Background: an optimization exercise with open tools, aiming at small area and a short achievable clock period. Do not read the settings as production practice. In this exercise RTL edits were held to simulation tests only and were not proved equivalent to the original. Power figures rest on the tool's default switching activity, not on a simulated workload.

## red
// osm_txq
module osm_txq (
  input  logic        sys_clk,
  input  logic        sys_rst,
  input  logic [63:0] npi_data,
  input  logic        npi_valid,
  input  logic        npi_last,
  input  logic        npi_rem,
  output logic        npi_rdy,
  output logic [31:0] tx_data,
  output logic        tx_valid,
  output logic        tx_last,
  input  logic        tx_ready,
  input  logic        tx_flush,
  output logic        txq_ovf,
  output logic [31:0] osm_txq2dbg
);
==> module osm_txq, before the edit <==
module osm_txq (
  input  logic        sys_clk,
  input  logic        sys_rst,
  input  logic [63:0] npi_data,
  input  logic        npi_valid,
  input  logic        npi_last,
  input  logic        npi_rem,
  output logic        npi_rdy,
  output logic [31:0] tx_data,
  output logic        tx_valid,
  output logic        tx_last,
  input  logic        tx_ready,
  input  logic        tx_flush,
  output logic        txq_ovf,
  output logic [31:0] osm_txq2dbg
);
  logic [6:0]  occQ;
  logic [7:0]  wrHiQ, wrLoQ;
  logic [7:0]  rdHiQ, rdLoQ;
  logic [63:0] wrRowQ;      
  logic [7:0]  wrHiNxt, wrLoNxt;
  logic [63:0] headSel;     
  logic [63:0] nextSel;     
  logic        phaseQ, headLastQ, headRemQ;
  logic        ovfQ, npiRdyQ, txValidQ, txLastQ;
  logic [31:0] txDataQ;
  logic        full, occ1, wrEn, xfer, headPair, popSel, popEn;
  logic        inc, dec, wrRem;
  logic [63:0] wrRow;
  logic [31:0] headHi;
  logic [33:0] nextLo;
  logic [6:0]  occNxt;
  logic        phaseOut;
  logic        hLastNxt, hRemNxt;
  logic [31:0] dataNxt;
  assign full     = occQ[6];
  assign occ1     = (occQ == 7'd1);
  assign wrEn     = npi_valid & ~full & ~tx_flush;
  assign xfer     = txValidQ & tx_ready;
  assign headPair = headRemQ;    
  assign popSel   = phaseQ | headPair;
  assign popEn    = xfer & popSel & ~tx_flush;
  assign inc      = wrEn & ~popEn;
  assign dec      = popEn & ~wrEn;
  assign wrRem    = npi_last & npi_rem;
  always_comb begin
    for (int i = 0; i < 64; i++) begin
      headSel[i] = rdHiQ[i/8] & rdLoQ[i%8];
      nextSel[i] = rdHiQ[((i+63)%64)/8] & rdLoQ[(i+63)%8];
    end
  end
  assign wrRow = wrRowQ;
  logic [65:0] mem [0:63];
  always_ff @(posedge sys_clk) begin
    for (int i = 0; i < 64; i++) begin
      if (wrRow[i]) begin
        mem[i] <= {wrRem, npi_last, npi_data};
      end
    end
  end
  for (genvar b = 0; b < 32; b++) begin : g_hi
    logic [63:0] col;
    for (genvar i = 0; i < 64; i++) begin : g_c
      assign col[i] = mem[i][32+b];
    end
    osm_txq_sel64 u_sel (.sel(headSel), .d(col), .y(headHi[b]));
  end
  for (genvar b = 0; b < 34; b++) begin : g_lo
    logic [63:0] col;
    for (genvar i = 0; i < 64; i++) begin : g_c
      assign col[i] = (b < 32) ? mem[i][b] : mem[i][b+32];
    end
    osm_txq_sel64 u_sel (.sel(nextSel), .d(col), .y(nextLo[b]));
  end
  always_comb begin
    if (tx_flush) begin
      occNxt = 7'd0;
    end else if (inc) begin
      occNxt = occQ + 7'd1;
    end else if (dec) begin
      occNxt = occQ - 7'd1;
    end else begin
      occNxt = occQ;
    end
  end
  assign phaseOut = xfer ? (~phaseQ & ~headPair) : phaseQ;
  logic        selN, selH, newHead;
  logic [31:0] dataOth;
  logic        lastOth, remOth, txLastOth, txLastNxt;
  assign selN    = xfer & popSel & ~occ1;
  assign selH    = xfer & ~popSel;
  assign newHead = xfer ? (popSel & occ1) : ~txValidQ;
  assign dataOth   = newHead ? npi_data[31:0] : ((xfer | ~txValidQ) ? 32'd0 : txDataQ);
  assign lastOth   = newHead ? npi_last : ((xfer & popSel) ? 1'b0 : headLastQ);
  assign remOth    = newHead ? wrRem    : ((xfer & popSel) ? 1'b0 : headRemQ);
  assign txLastOth = newHead ? wrRem :
                     xfer    ? (~popSel & headLastQ) : txLastQ;
  for (genvar b = 0; b < 32; b++) begin : g_dn
    osm_txq_ao221 u_d (.a1(selN), .a2(nextLo[b]), .b1(selH), .b2(headHi[b]),
                       .c(dataOth[b]), .y(dataNxt[b]));
  end
  osm_txq_ao21 u_hl (.a1(selN), .a2(nextLo[32]), .c(lastOth),   .y(hLastNxt));
  osm_txq_ao21 u_hr (.a1(selN), .a2(nextLo[33]), .c(remOth),    .y(hRemNxt));
  osm_txq_ao21 u_tl (.a1(selN), .a2(nextLo[33]), .c(txLastOth), .y(txLastNxt));
  always_ff @(posedge sys_clk) begin
    headLastQ <= hLastNxt;
    headRemQ  <= hRemNxt;
    txDataQ   <= dataNxt;
  end
  always_comb begin
    wrHiNxt = wrHiQ;
    wrLoNxt = wrLoQ;
    if (tx_flush) begin
      wrHiNxt = 8'd1;
      wrLoNxt = 8'd1;
    end else if (wrEn) begin
      wrLoNxt = {wrLoQ[6:0], wrLoQ[7]};
      if (wrLoQ[7]) wrHiNxt = {wrHiQ[6:0], wrHiQ[7]};
    end
  end
  always_ff @(posedge sys_clk or posedge sys_rst) begin
    if (sys_rst) begin
      wrRowQ <= 64'd1;
    end else begin
      for (int i = 0; i < 64; i++) begin
        wrRowQ[i] <= wrHiNxt[i/8] & wrLoNxt[i%8] & ~occNxt[6];
      end
    end
  end
  always_ff @(posedge sys_clk or posedge sys_rst) begin
    if (sys_rst) begin
      wrHiQ    <= 8'd1;
      wrLoQ    <= 8'd1;
      rdHiQ    <= 8'd1;
      rdLoQ    <= 8'd1;
      occQ     <= 7'd0;
      phaseQ   <= 1'b0;
      ovfQ     <= 1'b0;
      npiRdyQ  <= 1'b0;
      txValidQ <= 1'b0;
      txLastQ  <= 1'b0;
    end else begin
      wrHiQ <= wrHiNxt;
      wrLoQ <= wrLoNxt;
      if (tx_flush) begin
        rdHiQ <= 8'd1;
        rdLoQ <= 8'd1;
      end else begin
        if (popEn) begin
          rdLoQ <= {rdLoQ[6:0], rdLoQ[7]};
          if (rdLoQ[7]) rdHiQ <= {rdHiQ[6:0], rdHiQ[7]};
        end
      end
      occQ     <= occNxt;
      phaseQ   <= phaseOut & ~tx_flush;
      ovfQ     <= ovfQ | (npi_valid & full & ~tx_flush);
      npiRdyQ  <= tx_flush | (inc ? (occQ <= 7'd31) : dec ? (occQ <= 7'd33) : (occQ <= 7'd32));
      txValidQ <= ~tx_flush & (npi_valid & ~full | txValidQ & ~(popEn & occ1));
      txLastQ  <= txLastNxt;
    end
  end
  always_comb begin
    osm_txq2dbg      = 32'd0;
    osm_txq2dbg[6:0] = occQ;
    osm_txq2dbg[16]  = phaseQ;
    osm_txq2dbg[17]  = npiRdyQ;
    osm_txq2dbg[18]  = ovfQ;
    osm_txq2dbg[30]  = txValidQ;
    osm_txq2dbg[31]  = tx_ready;
  end
  assign npi_rdy  = npiRdyQ;
  assign tx_data  = txDataQ;
  assign tx_valid = txValidQ;
  assign tx_last  = txLastQ;
  assign txq_ovf  = ovfQ;
endmodule
Settings: LEC_CHECK=0, CAP_MARGIN=20, CORE_MARGIN=2, CORE_UTILIZATION=65, CTS_CLUSTER_DIAMETER=60, CTS_CLUSTER_SIZE=25, SETUP_SLACK_MARGIN=2.9, SLEW_MARGIN=20, SYNTH_HIERARCHICAL=1, SYNTH_MEMORY_MAX_BITS=8192, TNS_END_PERCENT=20; clock period 5.5 ns.
standard.sh (not shown) runs the stock make flow with config.mk's settings and CLKGATE_MAP_FILE= SYNTH_SCRIPT=/design/flow/synth_recipe.tcl, a recipe that flattens the netlist after the stock synthesis.
==> flow/flow/run.sh <==
#!/bin/bash
# Layout flow: the standard ORFS flow (standard synthesis unchanged),
# except that the input and output ports get sky130 buf_4 port buffers
# instead of the delay-cell buffers buffer_ports picks by default.
# make's full output goes to flow_make.log in the work folder; each ORFS
# step also keeps its own log under orfs/logs/.
set -euo pipefail
cd "$(dirname "$0")/.."
export BUFFER_PORTS_ARGS="-buffer_cell sky130_fd_sc_hd__buf_4"
bash standard.sh finish > flow_make.log 2>&1
Edits applied to the flow inputs when going from red to blue:
--- a/flow/design.v
+++ b/flow/design.v
@@ -77,7 +77,8 @@
 );
   logic [6:0]  occQ;
   logic [7:0]  wrHiQ, wrLoQ;
-  logic [7:0]  rdHiQ, rdLoQ;
+  logic [63:0] headSelQ;    
+  logic [63:0] nextSelQ;    
   logic [63:0] wrRowQ;      
   logic [7:0]  wrHiNxt, wrLoNxt;
   logic [63:0] headSel;     
@@ -104,12 +105,8 @@
   assign inc      = wrEn & ~popEn;
   assign dec      = popEn & ~wrEn;
   assign wrRem    = npi_last & npi_rem;
-  always_comb begin
-    for (int i = 0; i < 64; i++) begin
-      headSel[i] = rdHiQ[i/8] & rdLoQ[i%8];
-      nextSel[i] = rdHiQ[((i+63)%64)/8] & rdLoQ[(i+63)%8];
-    end
-  end
+  assign headSel = headSelQ;
+  assign nextSel = nextSelQ;
   assign wrRow = wrRowQ;
   logic [65:0] mem [0:63];
   always_ff @(posedge sys_clk) begin
@@ -192,8 +189,8 @@
     if (sys_rst) begin
       wrHiQ    <= 8'd1;
       wrLoQ    <= 8'd1;
-      rdHiQ    <= 8'd1;
-      rdLoQ    <= 8'd1;
+      headSelQ <= 64'd1;
+      nextSelQ <= 64'd2;
       occQ     <= 7'd0;
       phaseQ   <= 1'b0;
       ovfQ     <= 1'b0;
@@ -203,15 +200,8 @@
     end else begin
       wrHiQ <= wrHiNxt;
       wrLoQ <= wrLoNxt;
-      if (tx_flush) begin
-        rdHiQ <= 8'd1;
-        rdLoQ <= 8'd1;
-      end else begin
-        if (popEn) begin
-          rdLoQ <= {rdLoQ[6:0], rdLoQ[7]};
-          if (rdLoQ[7]) rdHiQ <= {rdHiQ[6:0], rdHiQ[7]};
-        end
-      end
+      headSelQ <= tx_flush ? 64'd1 : popEn ? {headSelQ[62:0], headSelQ[63]} : headSelQ;
+      nextSelQ <= tx_flush ? 64'd2 : popEn ? {nextSelQ[62:0], nextSelQ[63]} : nextSelQ;
       occQ     <= occNxt;
       phaseQ   <= phaseOut & ~tx_flush;
       ovfQ     <= ovfQ | (npi_valid & full & ~tx_flush);
## What came out
- Comparing the two runs side by side, blue comes out ahead of red on global-route wire length before repair.
- blue: share of async-settable or async-resettable flops after synthesis higher than red
- Final instance area on blue is behind red.
- Looking at red and blue, the compound-gate portion of the synthesized area is a wash.
- blue vs red, width of the chip went up by 5.8 um.
- In the metrics for red and blue, the one carrying the higher layout buffering overhead excluding clock cells is red.
- Re count of input and output buffers: no difference whatsoever between blue and red.
- Comparing red and blue, the lower sequential power was measured on red.
- On blue: wire length is 14% lower than what red gave.

==> what the ideal ports hide <==
In the flow no input, the clock included, has a driving cell. The finished layouts below were timed again as built, in two steps.
Step 1 (the two cells are an assumption about what drives the block):
set clk [get_ports {sys_clk}]
set_driving_cell -lib_cell sky130_fd_sc_hd__clkbuf_16 $clk
set_driving_cell -lib_cell sky130_fd_sc_hd__buf_2 [delete_from_list [all_inputs] $clk]
Step 2 adds t to the input delays and takes it off the output delays; t is the mean of the earliest and latest rising clock arrival at the registers after step 1. Input paths then give back, and output paths get back, about the clock's delay inside the block.
Slacks: ideal ports / drivers / drivers and shift; pairs: ideal ports / drivers.
| run | t, ns | setup slack, ns | worst data-port slew with drivers (ns) | pins driven straight from the clock port |
|---|---|---|---|---|
| red | 1.003 | 2.633 / 2.633 / 2.209 | 0.43 | 1 |
| blue | 1.015 | 2.731 / 2.627 / 2.140 | 0.15 | 1 |
After both steps every run listed still meets setup and hold. For blue, which loses most, drivers alone change the setup slack by -0.104 ns; drivers and shift together by -0.591 ns.
